This design comes from an exercise in tuning for small area on the open sky130 flow, not from production work.
The RTL was checked by simulation tests, not by an equivalence proof against the original design.
Power figures rest on the tool's default switching activity, not on a simulated workload.

== try-xenon ==
## scalar_kalman_filter_unit
module scalar_kalman_filter_unit (
    input  logic                                 i_clk,
    input  logic                                 i_rst_n,
    input  logic                                 i_in_valid,
    output logic                                 o_in_stall,
    input  logic signed [skf_pkg::VALUE_W-1:0]   i_sample,
    output logic                                 o_out_valid,
    input  logic                                 i_out_stall,
    output logic signed [skf_pkg::VALUE_W-1:0]   o_estimate,
    input  logic                                 i_cfg_we,
    input  logic [skf_pkg::CFG_IDX_W-1:0]        i_cfg_index,
    input  logic [skf_pkg::REG_W-1:0]            i_cfg_data
);
For scale: about 520 cells after synthesis, roughly 220 flip-flops, roughly 110 I/O pins, about 7600 µm² of cells after synthesis.
clock: 12.0 ns
lec_check: 0
cap_margin: 20
core_margin: 2
core_utilization: 40
slew_margin: 20
standard.sh (not shown) runs the stock make flow with config.mk's settings and CLKGATE_MAP_FILE= SYNTH_SCRIPT=/design/flow/synth_recipe.tcl, a recipe that flattens the netlist after the stock synthesis.
==> flow/flow/run.sh <==
#!/bin/bash
# Standard ORFS layout, with the smallest buffer on the ports and a clock tree
# of small buffers without dummy loads. Make's output goes to flow.log here;
# each ORFS step keeps its own log under orfs/logs.
set -euo pipefail
bash standard.sh \
  "BUFFER_PORTS_ARGS=-buffer_cell sky130_fd_sc_hd__buf_1" \
  "CTS_ARGS=-sink_clustering_enable -repair_clock_nets -buf_list sky130_fd_sc_hd__clkbuf_8 -sink_clustering_size 20 -sink_clustering_max_diameter 60 -root_buf sky130_fd_sc_hd__clkbuf_4 -tree_buf sky130_fd_sc_hd__clkbuf_4 -dont_use_dummy_load" \
  finish > flow.log 2>&1
try-xenon: PASS, flow complete, no timing, DRC or antenna violations
Edits applied to the flow inputs when going from try-xenon to try-umber:
==> flow/flow/run.sh <==
#!/bin/bash
# Standard ORFS layout, with the smallest buffer on the ports and a clock tree
# of small buffers without dummy loads. Make's output goes to flow.log here;
# each ORFS step keeps its own log under orfs/logs.
set -euo pipefail
bash standard.sh \
  "BUFFER_PORTS_ARGS=-buffer_cell sky130_fd_sc_hd__buf_1" \
  "CTS_ARGS=-sink_clustering_enable -repair_clock_nets -buf_list sky130_fd_sc_hd__clkbuf_8 -sink_clustering_size 20 -sink_clustering_max_diameter 60 -dont_use_dummy_load" \
  finish > flow.log 2>&1
[summary]
- try-umber completed every stage of the flow, and the final layout passed the timing, DRC and antenna checks.
- try-umber vs. try-xenon: data required time at the worst endpoint went down by 0.11 ns.
- Looking at try-umber and try-xenon, the sequential share of layout area is a wash.
- try-xenon → try-umber: worst hold margin shows an increase of 0.021 ns; average routed wire per standard cell saw little to no change; part of the power in the clock network increased by 0.8 points relative to the old numbers; global-route usage roughly the same; routed wire length closely matched the old numbers.
- Looking at antenna cell count, try-umber sits below try-xenon.
- On first-pass GRT wire length, try-umber and try-xenon are basically level.
- Final area: try-umber vs try-xenon — no meaningful difference
Changes in try-tundra relative to try-umber:
Settings: a change of CORE_UTILIZATION from 40 to 50.
==> flow/flow/run.sh <==
#!/bin/bash
# Standard ORFS layout, with the smallest buffer on the ports and a clock tree
# of small buffers without dummy loads. Make's output goes to flow.log here;
# each ORFS step keeps its own log under orfs/logs.
set -euo pipefail
bash standard.sh \
  "BUFFER_PORTS_ARGS=-buffer_cell sky130_fd_sc_hd__buf_1" \
  "CTS_ARGS=-sink_clustering_enable -repair_clock_nets -buf_list sky130_fd_sc_hd__clkbuf_8 -sink_clustering_size 20 -sink_clustering_max_diameter 60 -root_buf sky130_fd_sc_hd__clkbuf_4 -tree_buf sky130_fd_sc_hd__clkbuf_4 -dont_use_dummy_load" \
  finish > flow.log 2>&1
Findings:
try-tundra closes out successfully: all stages finished, all timing, DRC and antenna checks passed.
Changes observed in try-tundra relative to try-umber: first-pass GRT wire length lower, routed wire length lower, total die area lower, site row count lower.
On share of layout cells above drive strength 1, try-tundra tracks try-umber almost exactly.
Re minimum clock period: try-umber and try-tundra aren't equal, and the lower value belongs to try-tundra.
#### Input delta (try-quartz over try-tundra)
Settings: CORE_UTILIZATION: 50 -> 40.
==> flow/flow/run.sh <==
#!/bin/bash
# Standard ORFS layout, with the smallest buffer on the ports and a clock tree
# of small buffers without dummy loads. Make's output goes to flow.log here;
# each ORFS step keeps its own log under orfs/logs.
set -euo pipefail
bash standard.sh \
  "BUFFER_PORTS_ARGS=-buffer_cell sky130_fd_sc_hd__buf_1" \
  "CTS_ARGS=-sink_clustering_enable -repair_clock_nets -buf_list sky130_fd_sc_hd__clkbuf_8 -sink_clustering_size 24 -sink_clustering_max_diameter 55 -root_buf sky130_fd_sc_hd__clkbuf_4 -tree_buf sky130_fd_sc_hd__clkbuf_4 -dont_use_dummy_load" \
  finish > flow.log 2>&1
Results
Final cell count: lower on try-tundra
try-quartz -> try-tundra: total stage count of the critical path flat
try-quartz vs try-tundra: total number of placement rows up in try-quartz
| count of clock-buffer cells in the layout | try-quartz vs try-tundra | 3 higher |
Diff try-tundra -> try-quartz | post-layout net count | up slightly
Compared with try-tundra, try-quartz supports a lower clock frequency.
Compared with try-tundra, try-quartz shows a cell depth of the worst flop-to-flop path that is 2 higher.

---

== v6 ==
scalar_kalman_filter_unit, a different RTL version from the one above (not shown whole).
Size: about 520 cells after synthesis, ~110 I/O pins, roughly 7100 um^2 of cells after synthesis.
==> flow/design.v (excerpt) <==
module scalar_kalman_filter_unit (
    input  logic                                 i_clk,
    input  logic                                 i_rst_n,
    input  logic                                 i_in_valid,
    output logic                                 o_in_stall,
    input  logic signed [skf_pkg::VALUE_W-1:0]   i_sample,
    output logic                                 o_out_valid,
    input  logic                                 i_out_stall,
    output logic signed [skf_pkg::VALUE_W-1:0]   o_estimate,
    input  logic                                 i_cfg_we,
    input  logic [skf_pkg::CFG_IDX_W-1:0]        i_cfg_index,
    input  logic [skf_pkg::REG_W-1:0]            i_cfg_data
);
Settings: LEC_CHECK=0, CAP_MARGIN=20, CORE_MARGIN=2, CORE_UTILIZATION=50, SLEW_MARGIN=20; clock period 12.0 ns.
==> flow/flow/run.sh <==
#!/bin/bash
# Standard ORFS layout (the standard.sh) with three changes:
#  - synthesis is the standard flow's own, but abc maps with an area-oriented script
#    (flow/synth_area.tcl, flow/area.abc); registers are mapped as before;
#  - the port buffers are the smallest buffer, buf_1;
#  - the clock tree uses clkbuf_8 leaves, clkbuf_4 above them, no dummy loads.
# Make's output goes to flow.log here; each ORFS step keeps its own log under
# orfs/logs.
set -euo pipefail
here=$PWD
export FLOW_SYNTH_TCL=$here/synth_recipe.tcl
export AREA_ABC_SCRIPT=$here/flow/area.abc
bash standard.sh \
  "SYNTH_SCRIPT=$here/flow/synth_area.tcl" \
  "BUFFER_PORTS_ARGS=-buffer_cell sky130_fd_sc_hd__buf_1" \
  "CTS_ARGS=-sink_clustering_enable -repair_clock_nets -buf_list sky130_fd_sc_hd__clkbuf_8 -sink_clustering_size 20 -sink_clustering_max_diameter 60 -root_buf sky130_fd_sc_hd__clkbuf_4 -tree_buf sky130_fd_sc_hd__clkbuf_4 -dont_use_dummy_load" \
  finish > flow.log 2>&1
==> flow/flow/area.abc <==
strash
dch
amap
==> flow/flow/synth_area.tcl <==
# The standard synthesis (synth_recipe.tcl, which sources ORFS synth.tcl),
# with one change: abc maps the logic with the area-oriented script in
# AREA_ABC_SCRIPT instead of ORFS's delay-oriented one. Every other abc
# argument (liberty, don't-use cells, constraints) is kept.
proc abc {args} {
  set out {}
  set i 0
  while {$i < [llength $args]} {
    set a [lindex $args $i]
    if {$a eq "-script"} {
      incr i
      lappend out -script $::env(AREA_ABC_SCRIPT)
    } else {
      lappend out $a
    }
    incr i
  }
  yosys abc {*}$out
}
source $::env(FLOW_SYNTH_TCL)
Changes in v7 relative to v6:
==> flow/flow/run.sh <==
#!/bin/bash
# Standard ORFS layout, with the smallest buffer on the ports and a clock tree
# of small buffers without dummy loads. Make's output goes to flow.log here;
# each ORFS step keeps its own log under orfs/logs.
set -euo pipefail
bash standard.sh \
  "BUFFER_PORTS_ARGS=-buffer_cell sky130_fd_sc_hd__buf_1" \
  "CTS_ARGS=-sink_clustering_enable -repair_clock_nets -buf_list sky130_fd_sc_hd__clkbuf_8 -sink_clustering_size 20 -sink_clustering_max_diameter 60 -root_buf sky130_fd_sc_hd__clkbuf_4 -tree_buf sky130_fd_sc_hd__clkbuf_4 -dont_use_dummy_load" \
  finish > flow.log 2>&1
removed: flow/flow/area.abc
removed: flow/flow/synth_area.tcl
v7 gives more average cell area after synthesis than v6 did.
Status: clock share of power parity (v6, v7)
v7 ended with less part of the total power dissipated in combinational logic than v6.
v7 vs v6: total detailed-routing wirelength down in v7
Status: fraction of the mapped netlist area in adder cells parity (v6, v7)
Cmp v7 vs v6: synthesized cell count higher in v7
v7 — clock period minus worst slack 0.43 ns lower, v6 as reference

re-timing with driven ports:
No port has a modelled driver above. Below, the same layouts with a new extraction and two added sets of constraints. Step 1, drivers: a clkbuf_16 drives i_clk and a buf_2 each remaining input, both assumed. Step 2 times the ports against the registers' clock, not the clock port: input delays grow and output delays shrink by t, the midpoint of the rising clock arrivals with the driver on. Slacks: ideal / step 1 / step 2; pairs: ideal / step 1.
run	t (ns)	setup slack, ns	worst hold slack (ns)	worst slew at a driven data input, ns
try-xenon	0.628	5.871 / 5.885 / 5.257	0.289 / 0.289 / 0.289	0.06
try-umber	0.532	5.758 / 5.772 / 5.240	0.310 / 0.310 / 0.310	0.06
try-tundra	0.607	5.853 / 5.847 / 5.240	0.332 / 0.332 / 0.332	0.06
try-quartz	0.640	5.773 / 5.790 / 5.150	0.294 / 0.294 / 0.294	0.06
v6	0.591	5.295 / 5.310 / 4.719	0.328 / 0.328 / 0.328	0.05
v7	0.583	5.726 / 5.740 / 5.157	0.308 / 0.308 / 0.308	0.04
After both steps every run listed still meets setup and hold. For try-quartz, which loses most, drivers alone change the setup slack by +0.017 ns; drivers and shift together by -0.623 ns.
